From an optimization exercise on the open Yosys and OpenROAD flow, aimed at small area, a short achievable clock period and few clock cycles per item; shortcuts taken in it are not production practice.
At most, simulation tests tie the RTL to the original design; equivalence was not proved.

// alu_decode_exec
module alu_decode_exec #(
    parameter int unsigned XLEN = 32
) (
    input  logic            clk,
    input  logic            reset,
    input  logic            in_valid,
    output logic            in_ready,
    input  logic [1:0]      ALUOp,
    input  logic [2:0]      funct3,
    input  logic [6:0]      funct7,
    input  logic [XLEN-1:0] a,
    input  logic [XLEN-1:0] b,
    output logic            out_valid,
    input  logic            out_ready,
    output logic [XLEN-1:0] result,
    output logic            zero,
    output logic            illegal,
    output logic            busy
);
clock: 12.0 ns
lec_check: 0
abc_area: 1
cap_margin: 20
core_margin: 2
core_utilization: 30
slew_margin: 20
standard.sh (not shown) runs the stock make flow with config.mk's settings and CLKGATE_MAP_FILE= SYNTH_SCRIPT=/design/flow/synth_recipe.tcl, a recipe that flattens the netlist after the stock synthesis.
==> flow/flow/run.sh <==
#!/bin/bash
set -euo pipefail
MARGIN=${MARGIN:-7.0}
bash standard.sh SETUP_SLACK_MARGIN=$MARGIN finish > standard_flow.log 2>&1
The starting point passed the timing, design-rule and antenna checks.
Edit:
==> flow/run.sh (new file) <==
#!/bin/bash
# synth_recipe.tcl (not shown) runs the flow's synth.tcl, then flattens the netlist and writes it again
# the make line also repeats each setting of config.mk as NAME=value (left out here)
make -C /OpenROAD-flow-scripts/flow DESIGN_CONFIG=/design/flow/config.mk WORK_HOME=/design/flow/orfs CLKGATE_MAP_FILE= SYNTH_SCRIPT=/design/flow/synth_recipe.tcl finish
Settings changed: SETUP_SLACK_MARGIN set to 5.
removed: flow/flow/run.sh
removed: flow/standard.sh
The changed run finished with timing, DRC and antenna clean.
Wire length decreases by 7.2%.
Cell count decreases by 3.9%.
Function was not checked in any run of this note: the RTL went through the layout flow alone.

## run G
Another version of the RTL of alu_decode_exec (not shown whole).
For scale: ~200 flip-flops, about 120 I/O pins, about 30000 um2 of cells after synthesis.
Settings: LEC_CHECK=0, ABC_AREA=1, CAP_MARGIN=20, CORE_MARGIN=2, CORE_UTILIZATION=30, SLEW_MARGIN=20, TNS_END_PERCENT=0; clock period 12.0 ns.
==> flow/flow/run.sh <==
#!/bin/bash
set -euo pipefail
MARGIN=${MARGIN:-6.9}
bash standard.sh SETUP_SLACK_MARGIN=$MARGIN finish > standard_flow.log 2>&1
Testbench counts of run G, summed over its fixed seeds: cycles 19,910, items 16,000.
Setup changes, run G to run E
# run G
export LEC_CHECK = 0
export ABC_AREA = 1
export CAP_MARGIN = 20
export CORE_MARGIN = 2
export CORE_UTILIZATION = 30
export SLEW_MARGIN = 20
export TNS_END_PERCENT = 0
create_clock -name core_clock -period 12.0 [get_ports {clk}]
# run E
export LEC_CHECK = 0
export ABC_AREA = 1
export CAP_MARGIN = 20
export CORE_MARGIN = 2
export CORE_UTILIZATION = 30
export SLEW_MARGIN = 20
create_clock -name core_clock -period 12.0 [get_ports {clk}]
## What came out
- Both conditions hold for run E: the flow ran to the end and the final layout passed the timing, design-rule and antenna checks.
- Buffer and inverter count on the worst path: run E vs run G identical
- Run E against run G: wire length of the first global-routing pass went up by 1.2 mm; overall routed net length went down by 0.94%; aggregate global-route resource usage went up by 0.23 points.
- Synthesis-to-layout area growth came out lower on run E than on run G.
- Count of flip-flops and latches came out exactly the same in run G and run E.
- Comparing run E against run G, there is no change at all in hold violation total from the final report.
- Worst hold slack delta (run E -> run G): insignificant
- From run G to run E the numbers moved as follows: transition time of the tightest slew-check pin now sits higher.

alu_decode_exec, a different RTL version from the one above (not shown whole).
Size in the first run: roughly 4000 cells after synthesis, about 120 I/O pins, roughly 29000 um^2 of cells after synthesis.
clock: 12.0 ns
lec_check: 0
abc_area: 1
cap_margin: 20
core_margin: 2
core_utilization: 30
slew_margin: 20
tns_end_percent: 0
==> flow/flow/run.sh <==
#!/bin/bash
set -euo pipefail
MARGIN=${MARGIN:-7.1}
bash standard.sh SETUP_SLACK_MARGIN=$MARGIN finish > standard_flow.log 2>&1
Testbench counts at the start, summed over its fixed seeds: cycles 19,910, items 16,000.
Rerun with:
--- a/flow/flow/run.sh
+++ b/flow/flow/run.sh
@@ -3 +3 @@
-MARGIN=${MARGIN:-7.1}
+MARGIN=${MARGIN:-6.7}
Via count came out lower slightly.
Setup slack loses 0.27 ns.
Cell area came out lower by a few percent.
First-iteration DRC count came out higher slightly.
Rerun with:
--- a/flow/flow/run.sh
+++ b/flow/flow/run.sh
@@ -3 +3 @@
-MARGIN=${MARGIN:-6.7}
+MARGIN=${MARGIN:-6.9}
Non-clock buffer count goes up by 24.
Routed wire length came out higher by 1.7%.
Setup slack is better by 0.22 ns.
Sequential cell count stays the same.
Final cell count climbs by 0.52%.
Utilization increases by 0.72 points.
Rerun with:
TNS_END_PERCENT = default   (was 0)
Result:
- The changed run produced a clean layout
- non-clock buffer count goes up by 56
- utilization goes up by 1.2 points
- via count goes up by 1.9%
- cell area goes up by 3.4%

## separate check: timing with driven ports
Ports are ideal in the flow. The routed layouts listed here were re-timed in OpenROAD. Step 1 sets driving cells, clkbuf_16 on the clock port and buf_2 on the other inputs (assumed; they add their load-dependent delay and slew). Step 2 also shifts input and output timing later by t, the mid clock arrival at the registers, as if the neighbouring blocks saw the same clock. a / b / c = ideal ports / drivers / drivers and shift; a / b = the first two.
run | shift t [ns] | setup WS [ns] | worst setup path after step 2 | worst data-port slew with drivers (ns)
the first run of note 1 | 0.581 | 6.299 / 6.260 / 6.260 | input to output | 0.06
the second run of note 1 | 0.587 | 5.149 / 5.124 / 5.124 | input to output | 0.07
run G | 0.668 | 6.809 / 6.790 / 6.319 | input to register | 0.05
run E | 0.671 | 6.844 / 6.813 / 6.262 | input to register | 0.05
the first run of note 3 | 0.573 | 6.792 / 6.788 / 6.490 | input to register | 0.04
the second run of note 3 | 0.579 | 6.521 / 6.521 / 6.469 | input to register | 0.04
the third run of note 3 | 0.582 | 6.746 / 6.746 / 6.259 | input to register | 0.04
the fourth run of note 3 | 0.565 | 6.790 / 6.790 / 6.645 | input to register | 0.04
After both steps every run listed still meets setup and hold. For run E, which loses most, drivers alone change the setup slack by -0.031 ns; drivers and shift together by -0.582 ns.
